This design comes from an exercise in tuning for small area, a short achievable clock period and few clock cycles per item on the open sky130 flow, not from production work. RTL that was checked went through simulation tests only; none was proved equivalent to the original. Power is estimated from default activity; no workload was simulated.

Setup of garnet:
## speaker_tone_frequency_meter_top
module speaker_tone_frequency_meter_top #(
  parameter int CYCLES_PER_SECOND = 3546900
) (
  input  logic            clk,
  input  logic            rst,
  input  logic            cmd_valid,
  output logic            cmd_stall,
  input  logic [1:0]      cmd_command,
  input  logic [7:0]      cmd_latch_data,
  input  logic [31:0]     cmd_cycle_time,
  output logic            res_valid,
  input  logic            res_stall,
  output logic [25:0]     res_tone_frequency,
  output logic [7:0]      res_latch_value,
  output logic [1:0]      res_video_mode
);
clock: 8.0 ns
lec_check: 0
cap_margin: 20
core_margin: 2
core_utilization: 40
setup_slack_margin: 4.5
slew_margin: 20
standard.sh (not shown) runs the stock make flow with config.mk's settings and CLKGATE_MAP_FILE= SYNTH_SCRIPT=/design/flow/synth_recipe.tcl, a recipe that flattens the netlist after the stock synthesis.
==> flow/flow/run.sh <==
#!/bin/bash
# The standard layout, with plain buffers (buf_2) as the port buffers that
# global placement inserts. Make's full output goes to make.log here; each
# ORFS step keeps its own log under orfs/logs/.
set -euo pipefail
bash standard.sh "BUFFER_PORTS_ARGS=-buffer_cell sky130_fd_sc_hd__buf_2" finish > make.log 2>&1
garnet: flow completed, timing, DRC and antenna clean
Testbench counts of garnet, summed over its fixed seeds: cycles 14,295, items 8,330.
Setup changes, garnet to juniper
- swapping 4.5 for 4.0 in SETUP_SLACK_MARGIN
[summary]
Routed length on met1 delta for juniper relative to garnet: 1.3% lower. The final reports for juniper and garnet show cell area lower in the former. Comparing garnet and juniper, part of the total power dissipated in the clock network is lower on garnet. Per the comparison of juniper with garnet, clock power down about 1%; final wirelength lower. Final period demand of the worst path, garnet and juniper: larger value in juniper.
diff inputs: juniper => xenon
- CTS_BUF_LIST newly set to sky130_fd_sc_hd__clkbuf_4 sky130_fd_sc_hd__clkbuf_8
- SETUP_SLACK_MARGIN changed from 4.0 to 4.5
- CTS_CLUSTER_DIAMETER newly set to 60
- CTS_CLUSTER_SIZE newly set to 30
==> flow/run.sh (new file) <==
#!/bin/bash
# synth_recipe.tcl (not shown) runs the flow's synth.tcl, then flattens the netlist and writes it again
# the make line also repeats each setting of config.mk as NAME=value (left out here)
make -C /OpenROAD-flow-scripts/flow DESIGN_CONFIG=/design/flow/config.mk WORK_HOME=/design/flow/orfs CLKGATE_MAP_FILE= SYNTH_SCRIPT=/design/flow/synth_recipe.tcl finish
removed: flow/flow/run.sh
removed: flow/standard.sh
- On final clock period utilization by the worst path, the lower figure sits with xenon, not juniper.
- Number of detailed-route iterations in the first pass is lower on juniper
- Summary — via count, xenon relative to juniper: higher, by 615.
- Final critical delay including setup and external delays for xenon: 0.22 ns down relative to juniper
- Clock network fraction of total power: xenon vs juniper down 4.8 points
- Fraction of power consumed by combinational cells: lower on juniper
> inputs changed (xenon -> zinc)
- CTS_CLUSTER_SIZE changed from 30 to 24
- SETUP_SLACK_MARGIN changed from 4.5 to 4.0
==> flow/flow/run.sh (new file) <==
#!/bin/bash
# The standard layout, with plain buffers (buf_2) as the port buffers that
# global placement inserts. Make's full output goes to make.log here; each
# ORFS step keeps its own log under orfs/logs/.
set -euo pipefail
bash standard.sh "BUFFER_PORTS_ARGS=-buffer_cell sky130_fd_sc_hd__buf_2" finish > make.log 2>&1
==> flow/standard.sh (new file) <==
#!/bin/bash
# synth_recipe.tcl (not shown) runs the flow's synth.tcl, then flattens the netlist and writes it again
# the make line also repeats each setting of config.mk as NAME=value (left out here)
make -C /OpenROAD-flow-scripts/flow DESIGN_CONFIG=/design/flow/config.mk WORK_HOME=/design/flow/orfs CLKGATE_MAP_FILE= SYNTH_SCRIPT=/design/flow/synth_recipe.tcl "${@:-finish}"
removed: flow/run.sh
Compare xenon and zinc | routed length on met2 lower: zinc. zinc against xenon: mean routed wirelength per cell now smaller, fraction of final layout cells with drive strength greater than 1 decreased by 4.6 points relative to the old numbers. Worst reg-to-reg path cell count was lower in the run labelled zinc. Worst setup slack in zinc is 0.20 ns lower than in xenon. zinc supports a lower top clock frequency than xenon.
Relative to zinc, the following input files were edited for delta:
- swapping 4.0 for 5.0 in SETUP_SLACK_MARGIN
- swapping 24 for 30 in CTS_CLUSTER_SIZE
Notes after the runs:
Going from zinc to delta, fraction of power spent switching nets now sits lower; number of unique standard cell types used by synthesis now sits at about the same level.
After synthesis and placement, the instance count of delta is above that of zinc.
| post-DP HPWL | delta vs zinc | worse |
The cell with the biggest individual delay on the critical path comes out a21oi_2 in one run and dfxtp_4 in the other, namely in zinc and delta respectively.
delta vs zinc: routed wire length up by more than 10%
Going from zinc to delta, number of vias in the routed layout increased by 1196 relative to the old numbers, sequential share of layout area now sits lower, area used by multi-input combinational logic now larger.

speaker_tone_frequency_meter_top, a different RTL version from the one above (not shown whole).
Size: ~1,600 cells after synthesis, about 170 flip-flops, about 84 I/O pins, ~13,000 µm² of cells after synthesis.
==> flow/config.mk <==
export PLATFORM = sky130hd
export DESIGN_NAME = speaker_tone_frequency_meter_top
export DESIGN_NICKNAME = speaker_tone_frequency_meter_top
export VERILOG_FILES = /design/flow/design.v
export SDC_FILE = /design/flow/constraint.sdc
export NUM_CORES = 4
export LEC_CHECK = 0
export CAP_MARGIN = 20
export CORE_MARGIN = 2
export CORE_UTILIZATION = 40
export SETUP_SLACK_MARGIN = 4.0
export SLEW_MARGIN = 20
==> flow/constraint.sdc <==
create_clock -name core_clock -period 8.0 [get_ports {clk}]
set_input_delay 1.6000 -clock core_clock [delete_from_list [all_inputs] [get_ports {clk}]]
set_output_delay 1.6000 -clock core_clock [all_outputs]
set_load 0.01 [all_outputs]
run.sh (not shown) runs the stock make flow with config.mk's settings and CLKGATE_MAP_FILE= SYNTH_SCRIPT=/design/flow/synth_recipe.tcl, a recipe that flattens the netlist after the stock synthesis.
Stock flow here: none of the scripts above is used.
Next try:
--- a/flow/config.mk
+++ b/flow/config.mk
@@ -10,3 +10,3 @@
 export CORE_UTILIZATION = 40
-export SETUP_SLACK_MARGIN = 4.0
+export SETUP_SLACK_MARGIN = 3.0
 export SLEW_MARGIN = 20
Result: Non-clock buffer count decreases by 101; register-to-register slack gets worse by 0.51 ns; power fell by about 7%; critical path depth is lower by 2.
Function was not checked in any run of this note: the RTL went through the layout flow alone.

## what the ideal ports hide
How much do the figures lean on ideal ports? The routed layouts below were timed once more, with nothing changed but the port constraints. Step 1: set_driving_cell puts a clkbuf_16 on clk and a buf_2 on each other input, an assumption about the parent block. Step 2 also shifts input and output timing later by t, the mid clock arrival at the registers, as if the neighbouring blocks saw the same clock. a / b / c = ideal ports / drivers / drivers and shift; a / b = the first two.
| run | shift t [ns] | setup WS [ns] | slew at the worst register clock pin (ns) |
|---|---|---|---|
| garnet | 0.497 | 4.351 / 4.314 / 4.047 | 0.08 / 0.08 |
| juniper | 0.496 | 4.182 / 4.178 / 3.724 | 0.08 / 0.08 |
| xenon | 0.540 | 4.398 / 4.358 / 4.004 | 0.11 / 0.11 |
| zinc | 0.550 | 4.197 / 4.178 / 3.741 | 0.12 / 0.12 |
| delta | 0.540 | 4.221 / 4.221 / 4.102 | 0.11 / 0.11 |
| the first run of note 2 | 0.514 | 3.678 / 3.521 / 3.007 | 0.08 / 0.08 |
| the second run of note 2 | 0.506 | 3.131 / 3.154 / 2.648 | 0.08 / 0.08 |
After both steps setup and hold are still met in every run listed. The setup slack of the first run of note 2, which loses most, moves by -0.157 ns with the drivers and by -0.671 ns with both steps.
